This is an optimization exercise on Yosys and OpenROAD, whose aim is small area, a short achievable clock period and few clock cycles, not a production implementation. No run shown here included a check of the RTL's function; only the layout flow was run.

==> flow/design.v, too long to show whole: its modules and the start of the top module <==
// module mm_engine: 3293 lines
// module mm_sys_top: 124 lines
module mm_sys_top (
  input  wire                          arm_clk,
  input  wire                          rst,
  input  wire                          job_valid,
  input  wire [3:0]                    job_m,
  input  wire [3:0]                    job_n,
  input  wire [3:0]                    job_p,
  input  wire                          data_valid,
  input  wire [31:0]                   data_word,
  output logic                         result_valid,
  output logic [31:0]                  result_data,
  output logic                         busy,
  output logic                         done
);
  // ...
==> flow/run.sh <==
#!/bin/bash
# synth_recipe.tcl (not shown) runs the flow's synth.tcl, then flattens the netlist and writes it again
# the make line also repeats each setting of config.mk as NAME=value (left out here)
make -C /OpenROAD-flow-scripts/flow DESIGN_CONFIG=/design/flow/config.mk WORK_HOME=/design/flow/orfs CLKGATE_MAP_FILE= SYNTH_SCRIPT=/design/flow/synth_recipe.tcl finish
==> flow/config.mk <==
export PLATFORM = sky130hd
export DESIGN_NAME = mm_sys_top
export DESIGN_NICKNAME = mm_sys_top
export VERILOG_FILES = /design/flow/design.v
export SDC_FILE = /design/flow/constraint.sdc
export NUM_CORES = 4
export LEC_CHECK = 0
export ABC_CLOCK_PERIOD_IN_PS = 3000
export CAP_MARGIN = 20
export CELL_PAD_IN_SITES_DETAIL_PLACEMENT = 1
export CORE_MARGIN = 2
export CORE_UTILIZATION = 30
export PLACE_DENSITY = 0.4
export SETUP_SLACK_MARGIN = 5
export SLEW_MARGIN = 20
export SYNTH_MEMORY_MAX_BITS = 16384
==> flow/constraint.sdc <==
create_clock -name core_clock -period 10.0 [get_ports {arm_clk}]
set_input_delay 2.0000 -clock core_clock [delete_from_list [all_inputs] [get_ports {arm_clk}]]
set_output_delay 2.0000 -clock core_clock [all_outputs]
set_load 0.01 [all_outputs]
==> results.tsv, run 1 <==
metric	value	unit
layout cells sized above 1	0.07690	
Cell Area, Placed	64070	µm²
outcome	complete, no violations	
Area-dominant class	sequential cells	
Tap Count	2656	
die width	451.4	µm
Hold Path Cell Cnt	0	
grt met2 use	0.2818	
multi-input logic area	19400	µm²
Worst Path Required	10740	ps
Diodes inserted	8	
setup TNS	0	ps
worst slew pin tran	1084	ps
initial core utilization	0.3013	
Inverters	492	
number of enable flip-flop cells after synthesis	1107	
multi-input combinational area share	0.2810	
# rows	164	
Seq Cell Count	1349	
Worst path depth	14	
fill count	20314	
hold path startpoint	v1	
YS warnings	2	
CP arrival	5250	ps
post_cts resized	0	
f_max	221.3	MHz
Crit. Startpoint	u_dot.r1305	
pre-CTS setup slack	4619	ps
Cells after Synth	3920	
==> inputs of run 2 (changes only) <==
==> flow/flow/run.sh (new file) <==
#!/bin/bash
set -e
echo "export SETUP_SLACK_MARGIN = 6.3" >> config.mk
bash standard.sh > standard.log 2>&1
==> flow/standard.sh (new file) <==
#!/bin/bash
# synth_recipe.tcl (not shown) runs the flow's synth.tcl, then flattens the netlist and writes it again
# the make line also repeats each setting of config.mk as NAME=value (left out here)
make -C /OpenROAD-flow-scripts/flow DESIGN_CONFIG=/design/flow/config.mk WORK_HOME=/design/flow/orfs CLKGATE_MAP_FILE= SYNTH_SCRIPT=/design/flow/synth_recipe.tcl "${@:-finish}"
--- a/flow/config.mk
+++ b/flow/config.mk
@@ -12,5 +12,5 @@
 export CORE_UTILIZATION = 30
 export PLACE_DENSITY = 0.4
-export SETUP_SLACK_MARGIN = 5
 export SLEW_MARGIN = 20
 export SYNTH_MEMORY_MAX_BITS = 16384
+export SETUP_SLACK_MARGIN = 6.3
removed: flow/run.sh
==> run 2 against run 1 <==
Compared with the run above:
- still clean on timing, DRC and antenna
- via count increased by 1.6%
- global-route usage increased by 0.52 points
- sequential cell count unchanged
- sequential share of layout area decreased by 1.3 points
- worst setup slack improved by 550 ps
- critical path type unchanged
- highest routed layer unchanged
==> results.tsv, run 2 <==
metric	value	unit	change
area of the die	203700	µm²	unchanged
CP Class	reg -> reg		unchanged
IO Pins	83		unchanged
post-synthesis register bit count	1349		unchanged
total CTS buffers	152		unchanged
f_max	251.8	MHz	was 221.3 MHz
CP Cell Sequence	inv_2, fa_1, inv_2, fa_1, fa_1, inv_2, fa_1, inv_2, ha_4, o211a_4, a21oi_4, buf_12, o31ai_4, a221oi_2, xnor2_1		was inv_1, fa_1, inv_1, fa_1, fa_1, inv_1, fa_1, inv_1, ha_1, nor2b_1, o2111ai_1, nand3_1, a211oi_1, o221a_2
setup TNS	0	ps	unchanged
Synth Flop Type	edfxtp_1		unchanged
clk latency of the worst-skew pair	800	ps	about the same
area leader, netlist	edfxtp_1		unchanged
Cells after Synth	3920		unchanged
Worst Path Required	10720	ps	was 10740 ps
CP arrival	4690	ps	was 5250 ps
Max Root-Sink Buffers	3		unchanged
worst slew pin tran	1135	ps	was 1084 ps
first-pass GRT wire length	262800	µm	was 255800 µm
Startpoint Class	flip-flop		unchanged
top cell type's share of synthesized area	0.5537		unchanged
HPWL after DPL	123300	µm	unchanged
max-slew violations	0		unchanged
Final Hold Fails	0		unchanged
final design utilization	0.3550		was 0.3465
total grt overflow	0		unchanged
DRC Markers	0		unchanged
period utilization	0.3972		was 0.4518
die width	451.4	µm	unchanged
CTS clock-pin slew for the worst setup and hold paths	60	ps	about the same
most numerous cell in the Yosys netlist	edfxtp_1		unchanged
syn nets	4485		unchanged
Post-CTS Hold Buffers	0		unchanged
# clock sinks	1349		unchanged
via count	33180		was 32671
post-route ant nets	0		unchanged
fin nets	4704		was 4611
Crit. End Element	flip-flop		unchanged
die height	451.4	µm	unchanged
CTS tree	yes		unchanged
max_slew headroom	0.2435		was 0.2775
post-DR vias/cell	4.788		was 4.778
Worst path slowest cell	fa_1		unchanged
largest net degree at the start of global routing	80		was 150
post-synthesis sequential area ratio	0.6349		unchanged
commonest non-fill, non-tap cells in the layout	1107 x edfxtp_1, 473 x inv_1, 461 x fa_1		was 1107 x edfxtp_1, 491 x inv_1, 477 x fa_1
max cap viols	0		unchanged
Avg Cell Area, Syn	15.32	µm²	unchanged
Crit path largest cell delay	540	ps	was 550 ps
initial core utilization	0.3013		unchanged
outcome	complete, no violations		unchanged
# rows	164		unchanged
total iterations of the first detailed-routing run	5		unchanged
endpoints failing setup	0		unchanged
Synth Cell Area	60040	µm²	unchanged
vias in the first global route	36776		was 36237
YS warnings	2		unchanged
PortBufs	79		unchanged
multi-input logic area	19930	µm²	was 19400 µm²
commonest non-fill, non-tap cell in the layout	edfxtp_1		unchanged
Period minus WS final	3972	ps	was 4518 ps
Clock Skew	31.34	ps	was 31.73 ps
CTS Root Cell	clkbuf_16		unchanged
H-tree level count	4		unchanged
Hold Path Cell Cnt	0		unchanged
Iter 0 DRT Violations	2189		was 2100
routability cong.	0.8044		unchanged
Routed Wire Length	181700	µm	was 175900 µm
Post-synth top cells	1107 x edfxtp_1, 492 x inv_1, 477 x fa_1, 326 x and2_1, 235 x dfxtp_1		unchanged
gr usage total	0.1785		was 0.1733
number of enable flip-flop cells after synthesis	1107		unchanged
layout cells sized above 1	0.1237		was 0.07690
Area contributors post-synth	edfxtp_1 55%, fa_1 16%, dfxtp_1 7.8%, and2_1 3.4%, inv_1 3.1%		unchanged
wire per inst	26.22	µm	was 25.73 µm
Netlist cell types	59		unchanged
HP Class	reg -> reg		unchanged
Critical Path Fanout Max	4		unchanged
unrepaired setup endpoints after global routing	true		was false
initial antenna violation count	21		unchanged
synth-to-layout area growth	17.81	%	was 15.00%
fill count	20197		was 20314
fraction of registers with async set/reset	0.005189		unchanged
Core Box Area	199200	µm²	unchanged
Top Registers	fr x512, wc x512		unchanged
depth of the most critical reg-to-reg path	15		was 14
Storage cell area	38190	µm²	was 38150 µm²
## run 2: cell counts after synthesis
Identical to the previous run, type by type.
## run 2: kinds of logic (layout without fill, tap and decap cells)
group	count (synthesis)	count (layout)	synth area share
buffers and inverters	666	1012	0.04289
other	0	7	0
AO/OA/AOI/OAI	688	688	0.09099
flip-flops	1349	1349	0.6349
adder cells (fa/ha/maj)	517	517	0.1674
XOR/XNOR	24	24	0.003501
AND/OR/NAND/NOR	660	661	0.05639
multiplexers	16	16	0.003918
## run 2: through the flow
step / worst slack (ps) / hold WS [ps] / area [µm²] / instances
after detailed placement: 4619 / 352.4 / 64070 / 6547
after floorplan: 3445 / 331.2 / 60070 / 3920
after CTS: 5985 / 365.6 / 70480 / 6911
after global placement: 4669 / 344.3 / 64060 / 6547
after global routing: 5856 / 381.2 / 70720 / 6924
final: 6028 / 359.2 / 70730 / 6930
## run 2: final timing paths
| path | slack [ps] | to | start |
|---|---|---|---|
| worst max-delay path | 6030 | result_data[17] | u_dot.r1303 |
| worst min-delay path | 360 | result_valid | v1 |
| worst max register to register | 6030 | result_data[17] | u_dot.r1303 |
| worst min register to register | 360 | result_valid | v1 |
| max in group asynchronous | 8200 | busy | rst |
| min in group asynchronous | 1490 | result_valid | rst |
## run 2: repair_timing
action                     CTS  global route
resized for setup          146            51
cloned                       5             1
pin swaps                   83            51
setup endpoints to repair  851           308
setup buffers               77            11
## run 2: metal layers
metal  vias to the layer above  track usage  part of all wire
met5                         -            0                 0
met2                       641       0.2900              0.47
li1                      14500            -                 -
met3                       202      0.02652             0.039
met4                         0      0.03925             0.017
met1                     17837       0.2527              0.48
## run 2: cell type report
cell class	instances	share of cell area
repair buffers	238	0.03510
well taps	2656	0.04698
clock inverters	61	0.009145
multi-input cells	1906	0.2818
diodes	7	0.0002477
clock buffers	221	0.06060
flip-flops and latches	1349	0.5399
inverters	492	0.02618
## run 2: critical path, delay by kind of cell, from the launching register on
kind                     cells  cell delay [ps]
XOR/XNOR                     1              160
AO/OA/AOI/OAI                4              780
buffers and inverters        5              300
flip-flops                   1              330
adder cells (fa/ha/maj)      5             2300
==> module mm_sys_top, before the edit <==
module mm_sys_top (
  input  wire                          arm_clk,
  input  wire                          rst,
  input  wire                          job_valid,
  input  wire [3:0]                    job_m,
  input  wire [3:0]                    job_n,
  input  wire [3:0]                    job_p,
  input  wire                          data_valid,
  input  wire [31:0]                   data_word,
  output logic                         result_valid,
  output logic [31:0]                  result_data,
  output logic                         busy,
  output logic                         done
);
  localparam logic [1:0] PH_F = 2'd0;   
  localparam logic [1:0] PH_W = 2'd1;   
  localparam logic [1:0] PH_O = 2'd2;   
  localparam logic [1:0] PH_E = 2'd3;   
  logic [1:0] phase;
  logic [2:0] mm1, nm1, pm1;   
  logic [2:0] k;
  logic       g;
  logic [7:0] fi, fj;          
  logic       op_last;         
  logic       v1, last1;
  logic [7:0][7:0][7:0] fr;   
  logic [7:0][7:0][7:0] wc;   
  wire accept  = job_valid & ~busy;
  wire f_two   = mm1[2];    
  wire w_two   = pm1[2];    
  wire in_f    = busy & (phase == PH_F);
  wire in_w    = busy & (phase == PH_W);
  wire ld_f    = in_f & data_valid;
  wire ld_w    = in_w & data_valid;
  wire issue   = busy & (phase == PH_O);
  wire f_end   = (g == f_two) & (k == nm1);
  wire w_end   = (g == w_two) & (k == nm1);
  wire advance = issue | (ld_w & w_end);   
  wire wrap_j  = |(fj & (8'b1 << pm1));
  always_ff @(posedge arm_clk or posedge rst) begin
    if (rst) begin
      busy         <= 1'b0;
      done         <= 1'b0;
      phase        <= PH_F;
      v1           <= 1'b0;
      last1        <= 1'b0;
      result_valid <= 1'b0;
    end else begin
      v1           <= issue;
      last1        <= issue & op_last;
      result_valid <= v1;
      done         <= last1;
      if (accept) begin
        busy  <= 1'b1;
        phase <= PH_F;
      end else if (last1) begin
        busy <= 1'b0;
      end
      if (ld_f && f_end) phase <= PH_W;
      if (ld_w && w_end) phase <= PH_O;
      if (issue && op_last) phase <= PH_E;
    end
  end
  always_ff @(posedge arm_clk) begin
    if (accept) begin
      mm1 <= job_m[2:0] - 3'd1;
      nm1 <= job_n[2:0] - 3'd1;
      pm1 <= job_p[2:0] - 3'd1;
      k   <= 3'd0;
      g   <= 1'b0;
      fi  <= 8'd1;
      fj  <= 8'd1;
    end
    if (ld_f || ld_w) begin
      if (g == (ld_f ? f_two : w_two)) begin
        g <= 1'b0;
        k <= (k == nm1) ? 3'd0 : k + 3'd1;
      end else begin
        g <= 1'b1;
      end
    end
    if (advance) begin
      op_last <= |(fi & (8'b1 << mm1)) & wrap_j;
      fj      <= wrap_j ? 8'd1 : {fj[6:0], 1'b0};
      if (wrap_j) fi <= {fi[6:0], 1'b0};
    end
  end
  always_ff @(posedge arm_clk) begin
    for (int l = 0; l < 4; l++) begin
      for (int h = 0; h < 2; h++) begin
        if (ld_f && g == h[0]) begin
          fr[4*h+l][0] <= data_word[8*l +: 8];
          for (int q = 1; q < 8; q++) fr[4*h+l][q] <= fr[4*h+l][q-1];
        end
        if (ld_w && g == h[0]) begin
          wc[4*h+l][0] <= data_word[8*l +: 8];
          for (int q = 1; q < 8; q++) wc[4*h+l][q] <= wc[4*h+l][q-1];
        end
      end
    end
  end
  logic [7:0][7:0] frow_r, wcol_r;
  logic [7:0][7:0] frow, wcol;
  logic [7:0]      kmask;
  for (genvar q = 0; q < 8; q++) begin : g_mask
    assign kmask[q] = (q <= nm1);   
  end
  always_comb begin
    frow = '0;
    wcol = '0;
    for (int r = 0; r < 8; r++) begin
      frow = frow | (fr[r] & {64{fi[r]}});
      wcol = wcol | (wc[r] & {64{fj[r]}});
    end
  end
  always_ff @(posedge arm_clk) begin
    for (int q = 0; q < 8; q++) frow_r[q] <= frow[q] & {8{kmask[q]}};
    if (issue)          wcol_r <= wcol;
    else if (ld_w && !g) wcol_r <= {wcol_r[6:0], data_word[7:0]};
  end
  logic [18:0] sum;
  mm_engine u_dot (.clk(arm_clk), .f(frow_r), .w(wcol_r), .res(sum));
  always_ff @(posedge arm_clk) result_data <= {{13{sum[18]}}, sum};
endmodule
==> inputs of run 3 (changes only) <==
--- a/flow/design.v
+++ b/flow/design.v
@@ -3350,4 +3350,5 @@
   logic       op_last;         
   logic       v1, last1;
+  logic       wload;           
   logic [7:0][7:0][7:0] fr;   
   logic [7:0][7:0][7:0] wc;   
@@ -3356,11 +3357,12 @@
   wire w_two   = pm1[2];    
   wire in_f    = busy & (phase == PH_F);
-  wire in_w    = busy & (phase == PH_W);
   wire ld_f    = in_f & data_valid;
-  wire ld_w    = in_w & data_valid;
-  wire issue   = busy & (phase == PH_O);
+  wire ld_w    = busy & wload & data_valid;
   wire f_end   = (g == f_two) & (k == nm1);
   wire w_end   = (g == w_two) & (k == nm1);
-  wire advance = issue | (ld_w & w_end);   
+  wire w_start = ld_w & (k == nm1) & ~g;
+  wire stall   = wload & fj[4];
+  wire issue   = busy & (phase == PH_O) & ~stall;
+  wire advance = issue | w_start;   
   wire wrap_j  = |(fj & (8'b1 << pm1));
   always_ff @(posedge arm_clk or posedge rst) begin
@@ -3369,4 +3371,5 @@
       done         <= 1'b0;
       phase        <= PH_F;
+      wload        <= 1'b0;
       v1           <= 1'b0;
       last1        <= 1'b0;
@@ -3383,6 +3386,10 @@
         busy <= 1'b0;
       end
-      if (ld_f && f_end) phase <= PH_W;
-      if (ld_w && w_end) phase <= PH_O;
+      if (ld_f && f_end) begin
+        phase <= PH_W;
+        wload <= 1'b1;
+      end
+      if (ld_w && w_end) wload <= 1'b0;
+      if (w_start) phase <= PH_O;
       if (issue && op_last) phase <= PH_E;
     end
==> flow/run.sh (new file) <==
#!/bin/bash
# synth_recipe.tcl (not shown) runs the flow's synth.tcl, then flattens the netlist and writes it again
# the make line also repeats each setting of config.mk as NAME=value (left out here)
make -C /OpenROAD-flow-scripts/flow DESIGN_CONFIG=/design/flow/config.mk WORK_HOME=/design/flow/orfs CLKGATE_MAP_FILE= SYNTH_SCRIPT=/design/flow/synth_recipe.tcl finish
--- a/flow/config.mk
+++ b/flow/config.mk
@@ -12,5 +12,5 @@
 export CORE_UTILIZATION = 30
 export PLACE_DENSITY = 0.4
+export SETUP_SLACK_MARGIN = 5
 export SLEW_MARGIN = 20
 export SYNTH_MEMORY_MAX_BITS = 16384
-export SETUP_SLACK_MARGIN = 6.3
removed: flow/flow/run.sh
removed: flow/standard.sh
==> run 3 against run 2 <==
Compared with the run above:
- register-to-register slack lost 580 ps
- non-clock buffer count shrank 108
- die area grew 0.13%
- hold slack lost 14 ps
- critical endpoint is now result_data[16]
==> results.tsv, run 3 <==
metric	value	unit	change
outcome	complete, no violations		unchanged
period utilization	0.4549		was 0.3972
Synth Cell Area	60120	µm²	was 60040 µm²
max-slew violations	0		unchanged
layout cells sized above 1	0.07122		was 0.1237
post-DR vias/cell	4.762		was 4.788
unrepaired setup endpoints after global routing	false		was true
Critical Path Fanout Max	3		was 4
Top Registers	fr x512, wc x512		unchanged
Post CTS Setup Buffer Count	0		was 77
f_max	219.8	MHz	was 251.8 MHz
DRC Markers	0		unchanged
Worst Path Required	10720	ps	about the same
depth of the most critical reg-to-reg path	11		was 15
total CTS buffers	156		was 152
Netlist cell types	54		was 59
top cell type's share of synthesized area	0.5529		was 0.5537
commonest non-fill, non-tap cell in the layout	edfxtp_1		unchanged
wire per inst	26.26	µm	was 26.22 µm
gr usage total	0.1761		was 0.1785
hold path startpoint	v1		unchanged
first-pass GRT wire length	260300	µm	was 262800 µm
HPWL after DPL	127700	µm	was 123300 µm
Core Box Area	199500	µm²	was 199200 µm²
post-synthesis register bit count	1350		was 1349
CP Class	reg -> reg		unchanged
hold path endpoint	result_valid		unchanged
commonest non-fill, non-tap cells in the layout	1107 x edfxtp_1, 490 x inv_1, 477 x fa_1		was 1107 x edfxtp_1, 473 x inv_1, 461 x fa_1
most numerous cell in the Yosys netlist	edfxtp_1		unchanged
Routed Wire Length	179400	µm	was 181700 µm
initial core utilization	0.3014		was 0.3013
worst r2r dst	result_data[16]		was result_data[17]
post-synthesis sequential area ratio	0.6345		was 0.6349
Max Root-Sink Buffers	3		unchanged
# clock sinks	1350		was 1349
Crit. Startpoint	u_dot.r1293		was u_dot.r1303
post-route ant nets	0		unchanged
synth-to-layout area growth	14.81	%	was 17.81%
Worst path slowest cell	a211oi_1		was fa_1
syn nets	4490		was 4485
fin nets	4605		was 4704
final worst slack	5451	ps	was 6028 ps
Crit. End Element	flip-flop		unchanged
Final Hold Fails	0		unchanged
Storage cell area	38180	µm²	was 38190 µm²
die height	451.7	µm	was 451.4 µm
CTS tree	yes		unchanged
R2R Setup Slk	5450	ps	was 6030 ps
PortBufs	79		unchanged
worst slew pin tran	1154	ps	was 1135 ps
fill count	20462		was 20197
Area contributors post-synth	edfxtp_1 55%, fa_1 16%, dfxtp_1 7.8%, a22oi_1 4.4%, and2_1 3.4%		was edfxtp_1 55%, fa_1 16%, dfxtp_1 7.8%, and2_1 3.4%, inv_1 3.1%
vias in the first global route	36035		was 36776
pre-CTS setup slack	4760	ps	was 4619 ps
Period minus WS final	4549	ps	was 3972 ps
area of the die	204000	µm²	was 203700 µm²
routability cong.	0.8097		was 0.8044
largest net degree at the start of global routing	156		was 80
max_slew headroom	0.2270		was 0.2435
worst path bufs/invs	1		was 5
HP Class	reg -> reg		unchanged
Synth Flop Type	edfxtp_1		unchanged
CP Cell Sequence	fa_1, inv_1, fa_1, fa_1, fa_1, fa_1, nand2b_1, a211oi_1, o21bai_1, o31ai_1, xor2_1		was inv_2, fa_1, inv_2, fa_1, fa_1, inv_2, fa_1, inv_2, ha_4, o211a_4, a21oi_4, buf_12, o31ai_4, a221oi_2, xnor2_1
endpoints failing setup	0		unchanged
total grt overflow	0		unchanged
area leader, netlist	edfxtp_1		unchanged
initial antenna violation count	10		was 21
IO Pins	83		unchanged
Most common cell on crit path	fa_1		
YS warnings	2		unchanged
clk latency of the worst-skew pair	810	ps	was 800 ps
Clock Skew	62.39	ps	was 31.34 ps
Post-synth top cells	1107 x edfxtp_1, 490 x inv_1, 477 x fa_1, 352 x a22oi_1, 326 x and2_1		was 1107 x edfxtp_1, 492 x inv_1, 477 x fa_1, 326 x and2_1, 235 x dfxtp_1
post_cts resized	0		was 146
Post-CTS Hold Buffers	0		unchanged
CTS clock-pin slew for the worst setup and hold paths	60	ps	about the same
max cap viols	0		unchanged
die width	451.7	µm	was 451.4 µm
delay-heaviest family, CP	adder cells		unchanged
Avg Cell Area, Syn	15.32	µm²	about the same
Iter 0 DRT Violations	2059		was 2189
worst reg2reg startpoint	u_dot.r1293		was u_dot.r1303
Cells after Synth	3925		was 3920
CTS Root Cell	clkbuf_16		unchanged
Crit path largest cell delay	570	ps	was 540 ps
Startpoint Class	flip-flop		unchanged
CP arrival	5270	ps	was 4690 ps
via count	32524		was 33180
Hold Path Cell Cnt	0		unchanged
total iterations of the first detailed-routing run	5		unchanged
multi-input logic area	19470	µm²	was 19930 µm²
# rows	164		unchanged
fraction of registers with async set/reset	0.005926		was 0.005189
H-tree level count	4		unchanged
setup TNS	0	ps	unchanged
number of enable flip-flop cells after synthesis	1107		unchanged
==> run 3: worst max path at each step <==
stage                      end  cells past startpoint  slack (ps)
2_1_floorplan        wcol_r[0]                      3        2450
3_3_place_gp           fr[315]                      5        4790
3_5_place_dp           wc[510]                      5        4760
4_1_cts        result_data[16]                     11        5330
5_1_grt        result_data[16]                     11        5200
6_report       result_data[16]                     11        5450
==> run 3: cell families (layout without fill, tap and decap cells) <==
family,count (synthesis),count (layout),synth area share
flip-flops,1350,1350,0.6345
AO/OA/AOI/OAI,695,695,0.08976
AND/OR/NAND/NOR,663,663,0.05931
buffers and inverters,663,908,0.04275
adder cells (fa/ha/maj),517,517,0.1672
XOR/XNOR,23,23,0.003351
multiplexers,14,14,0.003163
other,0,4,0
==> run 3: layout make-up <==
class                   count  share of cell area
well taps                2656             0.04815
diodes                      4           0.0001450
flip-flops and latches   1350              0.5531
inverters                 490             0.02665
clock inverters            83             0.01001
repair buffers            130             0.01773
multi-input cells        1912              0.2822
clock buffers             205             0.06205
==> run 3: routing by layer <==
layer  vias to the layer above  GRT usage  wire length (µm)
li1                      14330          -                 -
met2                       621     0.2808             82470
met4                         0    0.04552              3535
met3                       209    0.02158              5923
met1                     17364     0.2540             87440
met5                         -          0                 0
==> run 3: per-stage QoR <==
step	instances	hold slack [ps]	instance area [µm²]	utilization
floorplan	3925	331.2	60170	-
global placement	6538	336.7	64040	0.3211
detailed placement	6538	339.6	64040	0.3211
CTS	6826	346.7	69010	0.3460
global route	6827	358.4	69010	0.3460
finish	6830	345.6	69020	0.3461

## re-timing with driven ports
The results above use ideal ports. As a check the final layouts listed here were re-extracted and re-timed, cells and wires unchanged.
Step 1, drivers: a clkbuf_16 drives arm_clk and a buf_2 each remaining input, both assumed.
Step 2, shift: input delay + t, output delay - t, t = (earliest + latest rising clock arrival at the registers) / 2. This alone moves slack from input paths to output paths.
Slacks: no drivers / after step 1 / after step 2; pairs: no drivers / after step 1.
run	t (ns)	setup WS [ns]	hold slack, ns	worst data-port slew with drivers (ns)
run 1	0.867	5.482 / 5.482 / 4.833	0.361 / 0.361 / 0.361	0.07
run 2	0.877	6.028 / 6.028 / 5.553	0.359 / 0.359 / 0.359	0.07
run 3	0.857	5.451 / 5.451 / 4.775	0.346 / 0.346 / 0.346	0.06
After both steps setup and hold are still met in every run listed. For run 3, which loses most, drivers alone change the setup slack by 0.000 ns; drivers and shift together by -0.676 ns.
